This is an optimization exercise on Yosys and OpenROAD, whose aim is small area, not a production implementation.
Only simulation tests tie the RTL to the original design; equivalence was not proved.
Power and IR drop assume default switching activity.

[flow/constraint.sdc]
create_clock -name core_clock -period 5.0 [get_ports {clk}]
set_input_delay 1.0000 -clock core_clock [delete_from_list [all_inputs] [get_ports {clk}]]
set_output_delay 1.0000 -clock core_clock [all_outputs]
set_load 0.01 [all_outputs]
[flow/config.mk]
export PLATFORM = sky130hd
export DESIGN_NAME = alu_issue_stage
export DESIGN_NICKNAME = alu_issue_stage
export VERILOG_FILES = /design/flow/design.v
export SDC_FILE = /design/flow/constraint.sdc
export NUM_CORES = 4
export LEC_CHECK = 0
export CAP_MARGIN = 20
export CORE_MARGIN = 2
export CORE_UTILIZATION = 30
export SLEW_MARGIN = 20
[flow/run.sh]
#!/bin/bash
# synth_recipe.tcl (not shown) runs the flow's synth.tcl, then flattens the netlist and writes it again
# the make line also repeats each setting of config.mk as NAME=value (left out here)
make -C /OpenROAD-flow-scripts/flow DESIGN_CONFIG=/design/flow/config.mk WORK_HOME=/design/flow/orfs CLKGATE_MAP_FILE= SYNTH_SCRIPT=/design/flow/synth_recipe.tcl finish
[flow/design.v]
module alu_issue_stage #(
    parameter int XLEN  = 32,
    parameter int NREGS = 32
) (
    input  logic            clk,
    input  logic            rst,
    input  logic            instr_valid,
    input  logic [31:0]     instr,
    output logic            instr_ready,
    input  logic            flush,
    output logic            ex_valid,
    input  logic            ex_ready,
    output logic [XLEN-1:0] op1,
    output logic [XLEN-1:0] op2,
    output logic [XLEN-1:0] imm,
    output logic [6:0]      opcode,
    output logic [2:0]      func3,
    output logic [6:0]      func7,
    output logic [4:0]      rd,
    output logic            rd_we,
    output logic            illegal_instr,
    input  logic            wb_en,
    input  logic [4:0]      wb_rd,
    input  logic [XLEN-1:0] wb_data
);
    localparam logic [6:0] OPC_OP    = 7'b0110011;
    localparam logic [6:0] OPC_OPIMM = 7'b0010011;
    logic [XLEN-1:0] rf_q [NREGS];
    logic            valid_q, valid_d;
    logic            rdWe_q, rdWe_d;
    logic            illegal_q, illegal_d;
    logic [XLEN-1:0] op1_q, op1_d;
    logic [XLEN-1:0] op2_q, op2_d;
    logic [XLEN-1:0] imm_q, imm_d;
    logic [6:0]      opcode_q, opcode_d;
    logic [2:0]      func3_q, func3_d;
    logic [6:0]      func7_q, func7_d;
    logic [4:0]      rd_q, rd_d;
    logic [4:0]      rs1Addr, rs2Addr, rdAddr;
    logic [6:0]      opc;
    logic [2:0]      f3;
    logic            isOp, isOpImm, accept;
    logic [XLEN-1:0] rs1Val, rs2Val, immExt;
    logic [6:0]      f7;
    assign instr_ready = !valid_q || ex_ready;
    assign accept      = instr_valid && instr_ready;
    assign opc     = instr[6:0];
    assign rdAddr  = instr[11:7];
    assign f3      = instr[14:12];
    assign rs1Addr = instr[19:15];
    assign rs2Addr = instr[24:20];
    assign isOp    = (opc == OPC_OP);
    assign isOpImm = (opc == OPC_OPIMM);
    always_comb begin
        rs1Val = (rs1Addr == 5'd0) ? '0 : rf_q[rs1Addr];
        rs2Val = (rs2Addr == 5'd0) ? '0 : rf_q[rs2Addr];
        if (wb_en && (wb_rd != 5'd0) && (wb_rd == rs1Addr)) rs1Val = wb_data;
        if (wb_en && (wb_rd != 5'd0) && (wb_rd == rs2Addr)) rs2Val = wb_data;
    end
    always_comb begin
        immExt = isOpImm ? {{(XLEN-12){instr[31]}}, instr[31:20]} : '0;
        f7     = '0;
        if (isOp || (isOpImm && (f3 == 3'b001 || f3 == 3'b101))) f7 = instr[31:25];
    end
    always_comb begin
        valid_d   = valid_q;
        rdWe_d    = rdWe_q;
        illegal_d = 1'b0;
        op1_d     = op1_q;
        op2_d     = op2_q;
        imm_d     = imm_q;
        opcode_d  = opcode_q;
        func3_d   = func3_q;
        func7_d   = func7_q;
        rd_d      = rd_q;
        if (flush) begin
            valid_d = 1'b0;
            rdWe_d  = 1'b0;
        end else if (accept && (isOp || isOpImm)) begin
            valid_d  = 1'b1;
            rdWe_d   = (rdAddr != 5'd0);
            op1_d    = rs1Val;
            op2_d    = isOp ? rs2Val : immExt;
            imm_d    = immExt;
            opcode_d = opc;
            func3_d  = f3;
            func7_d  = f7;
            rd_d     = rdAddr;
        end else begin
            illegal_d = accept;
            if (ex_ready) begin
                valid_d = 1'b0;
                rdWe_d  = 1'b0;
            end
        end
    end
    always_ff @(posedge clk) begin
        if (rst) begin
            valid_q   <= 1'b0;
            rdWe_q    <= 1'b0;
            illegal_q <= 1'b0;
            op1_q     <= '0;
            op2_q     <= '0;
            imm_q     <= '0;
            opcode_q  <= '0;
            func3_q   <= '0;
            func7_q   <= '0;
            rd_q      <= '0;
        end else begin
            valid_q   <= valid_d;
            rdWe_q    <= rdWe_d;
            illegal_q <= illegal_d;
            op1_q     <= op1_d;
            op2_q     <= op2_d;
            imm_q     <= imm_d;
            opcode_q  <= opcode_d;
            func3_q   <= func3_d;
            func7_q   <= func7_d;
            rd_q      <= rd_d;
        end
    end
    always_ff @(posedge clk) begin
        if (rst) begin
            for (int i = 0; i < NREGS; i++) rf_q[i] <= '0;
        end else if (wb_en && (wb_rd != 5'd0)) begin
            rf_q[wb_rd] <= wb_data;
        end
    end
    assign ex_valid      = valid_q;
    assign rd_we         = rdWe_q;
    assign illegal_instr = illegal_q;
    assign op1           = op1_q;
    assign op2           = op2_q;
    assign imm           = imm_q;
    assign opcode        = opcode_q;
    assign func3         = func3_q;
    assign func7         = func7_q;
    assign rd            = rd_q;
endmodule
==> reports/results.ini <==
[global_routing]
grtUsageTotal_pct=20.1
number_of_global_route_vias_before_repair=37300
wire_length_of_the_first_global_routing_pass_mm=283
grt_start_max_net_pins=62
overflow=0
antenna_found_initial=13

[cells_and_area]
multi_input_area_sq_um=23700
fill_cells=18300
syn2layout_area_growth_pct=15.9
final_util_pct=35.0
drive_above_1_share_pct=23.5
area.sequential_sq_um=32800
mostFrequentLayoutCells=sky130_fd_sc_hd__edfxtp_1 (1024), sky130_fd_sc_hd__and2_1 (996), sky130_fd_sc_hd__mux4_2 (479), sky130_fd_sc_hd__clkdlybuf4s50_1 (179), sky130_fd_sc_hd__buf_4 (149)
design.final.nets=4094
layout.cells.most_common=sky130_fd_sc_hd__edfxtp_1

[routing]
postRouteWirelength_mm=202
routed-via-count=37100
route.detailed.drc=0
wl_met1_mm=77.1
dr_iter_0_viols=4464
routed.top_layer=met5
post_drt_via_cell_ratio=5.59
antenna_viol_nets_final=0
drt_first_pass_iters=6
route.met3.wl_mm=17.7
wl_per_cell_microns=30.5
route.met2.wl_mm=98.6

[clocking]
htreeDepth=3
cts_sinks=1125
hold_buffers_post_cts=0
clock_path_buffers=3
cts_resized=0
clock_pin_slew_worst_setup_and_hold_paths_ps=60
post_cts.repair.setup_buffers=0
cts_tree=done
cts_buffer_count=116
cts-root-buf=sky130_fd_sc_hd__clkbuf_16
clk_latency_ps=770

[synth]
yosys_register_bits=1125
synth.top_cell.area_share_pct=53.1
post_synth_num_cell_types=57
synth.largest_area_cell=sky130_fd_sc_hd__edfxtp_1
async_reset_ff_share_pct=0
number_of_enable_flip_flop_cells_after_synthesis=1024
syn_inst=3934
synth_sequential_area_ratio_pct=56.5
synth.yosys.warnings=1
ranking_of_synthesized_cells_by_area=sky130_fd_sc_hd__edfxtp_1 (53%), sky130_fd_sc_hd__mux4_2 (19%), sky130_fd_sc_hd__and2_1 (11%), sky130_fd_sc_hd__dfxtp_1 (3.5%), sky130_fd_sc_hd__mux2i_1 (2.2%)
syn_std_cell_area_sq_um=58000
postSynthAreaPerCell_sq_um=14.7
ys.flop_type=sky130_fd_sc_hd__edfxtp_1

[flow_run]
maxCapViolations=0

[floorplanning]
area_inside_the_core_boundary_sq_um=192000
floorplan.die_area_sq_um=197000
design.portCount=197
dieHeight_microns=444
rows=161
floorplan.die.width_microns=444
initial_core_util_pct=30.2

[critical_path]
critical_path_class=in2reg
worst_ep_required_time_ps=5670
worst-endpoint-arrival_ps=4210
endpoint_kind=flip-flop
cp_max_fo=31
r2r_cells=6
setup.worst_path.start_class=input pin

[timing]
timing.final.max_slew_violations=0
fin_worst_hold_slack_ps=455
finalHoldViolations=0
final-setup-viol-count=0
rsz0062_at_grt=no
slew_headroom_pct=21.6
postLayoutSetupSlackWorst_ps=1460
max_slew.worst_pin.slew_ps=1170
final_min_period_over_clock_period_pct=70.8
timing.final.crit_period_ps=3540
setup_tns_final_ps=0
achievable-frequency_mhz=283
finalClockSkew_ps=64.5

[outcome]
outcome=no timing/DRC/antenna violations

[pwr]
power_density_normalized_to_cell_area_nw_per_um2=331
leakage_nw=22.5
power_mw=22.3
ir_drop_v=0.000304

[hold_path]
hold_path_depth=2
holdCritPathClass=reg2reg

[placed_design]
dpl_worst_slack_ps=701
portBuffers=196
hpwlAfterDp_mm=125
gp_routability_congestion=0.884

==> final cells by class <==
cell class | instances | share of cell area [%]
multi-input cells | 2396 | 35.3
clock inverters | 63 | 1.07
well taps | 2526 | 4.71
diodes | 5 | 0.0186
repair buffers | 376 | 5.51
flip-flops and latches | 1125 | 48.8
inverters | 4 | 0.0224
clock buffers | 148 | 4.56
==> worst paths after layout <==
| path | to | slack, ps | startpoint |
|---|---|---|---|
| setup reg to reg | op2_q[21] | 2060 | valid_q |
| hold reg to reg | imm_q[5] | 460 | imm_q[5] |
| hold / removal | imm_q[5] | 460 | imm_q[5] |
| setup / recovery | op2_q[21] | 1460 | wb_rd[3] |
==> routing by layer <==
metal  track usage (%)  up-vias
met5                 0        -
met4              8.78        2
met3              3.42      363
met2              33.4     1989
met1              25.9    19500
li1                  -    15200
==> through the flow <==
stage / cell area (sq um) / instances
global route: 67200 / 6641
floorplan: 58100 / 3965
global placement: 63400 / 6426
detailed placement: 63400 / 6426
CTS: 67100 / 6637
finish: 67200 / 6643
==> registers in the layout, indices dropped and copies added (netlist names) <==
register	cells
func3_q	3
rf_q	1024
rd_q	5
valid_q	1
imm_q	12
func7_q	7
op1_q	32
rdWe_q	1
illegal_q	1
opcode_q	7
op2_q	32
==> critical path, stage by stage <==
cell and delay, ps:
sky130_fd_sc_hd__clkdlybuf4s50_1 580, sky130_fd_sc_hd__or3_4 520, sky130_fd_sc_hd__o31a_1 270, sky130_fd_sc_hd__and4_4 180, sky130_fd_sc_hd__or4_2 1150, sky130_fd_sc_hd__o22ai_2 290
sky130_fd_sc_hd__a221o_1 160
==> Yosys cell counts, types with 6 or more instances <==
| cell type | count |
|---|---|
| sky130_fd_sc_hd__or2_1 | 8 |
| sky130_fd_sc_hd__o21a_1 | 31 |
| sky130_fd_sc_hd__a22o_1 | 12 |
| sky130_fd_sc_hd__o22ai_2 | 30 |
| sky130_fd_sc_hd__and2_1 | 997 |
| sky130_fd_sc_hd__nand2b_1 | 7 |
| sky130_fd_sc_hd__nand2_1 | 92 |
| sky130_fd_sc_hd__clkbuf_1 | 331 |
| sky130_fd_sc_hd__a221o_1 | 31 |
| sky130_fd_sc_hd__edfxtp_1 | 1024 |
| sky130_fd_sc_hd__a22oi_1 | 121 |
| sky130_fd_sc_hd__mux2i_1 | 129 |
| sky130_fd_sc_hd__nor2b_1 | 7 |
| sky130_fd_sc_hd__o21ai_0 | 40 |
| sky130_fd_sc_hd__or2_2 | 24 |
| sky130_fd_sc_hd__xor2_1 | 6 |
| sky130_fd_sc_hd__buf_1 | 40 |
| sky130_fd_sc_hd__dfxtp_1 | 101 |
| sky130_fd_sc_hd__nor2_1 | 66 |
| sky130_fd_sc_hd__nand3_1 | 30 |
| sky130_fd_sc_hd__o221ai_1 | 19 |
| sky130_fd_sc_hd__nor3_1 | 11 |
| sky130_fd_sc_hd__mux4_2 | 479 |
| sky130_fd_sc_hd__mux2_2 | 19 |
| sky130_fd_sc_hd__o22ai_1 | 52 |
| sky130_fd_sc_hd__buf_2 | 44 |
| sky130_fd_sc_hd__a21boi_0 | 10 |
| sky130_fd_sc_hd__a21oi_1 | 55 |
| sky130_fd_sc_hd__o21ai_1 | 19 |
| sky130_fd_sc_hd__buf_4 | 21 |
| sky130_fd_sc_hd__a2111o_1 | 12 |
| sky130_fd_sc_hd__a221oi_1 | 19 |
==> kinds of logic after synthesis <==
kind of cell	share of synthesized area (%)
simple gates	13.0
other cells	0.00647
mux	21.2
compound gates	5.93
xor+xnor	0.151
buf+inv	3.16
flops	56.5
==> power breakdown <==
part | internal, mW | switching [mW]
registers | 10.7 | 0.238
logic | 1.03 | 1.44
clock network | 4.95 | 3.87

==> re-timing with driven ports <==
The flow's constraints put no driver on any port. The routed layout listed below was extracted and timed again, unchanged, in two steps.
Step 1 sets driving cells, clkbuf_16 on the clock port and buf_2 on the other inputs (assumed; they add their load-dependent delay and slew).
Step 2 times the ports against the registers' clock, not the clock port: input delays grow and output delays shrink by t, the midpoint of the rising clock arrivals with the driver on.
a / b / c = ideal ports / drivers / drivers and shift; a / b = the first two.
t, ns: 0.828
setup slack, ns: 1.461 / 1.509 / 0.681
slew at the worst register clock pin (ns): 0.07 / 0.07
worst data-port slew with drivers (ns): 0.16
cell pins on the clock port's net: 1
After both steps this run still meets setup and hold. The setup slack of this run moves by +0.048 ns with the drivers and by -0.780 ns with both steps.
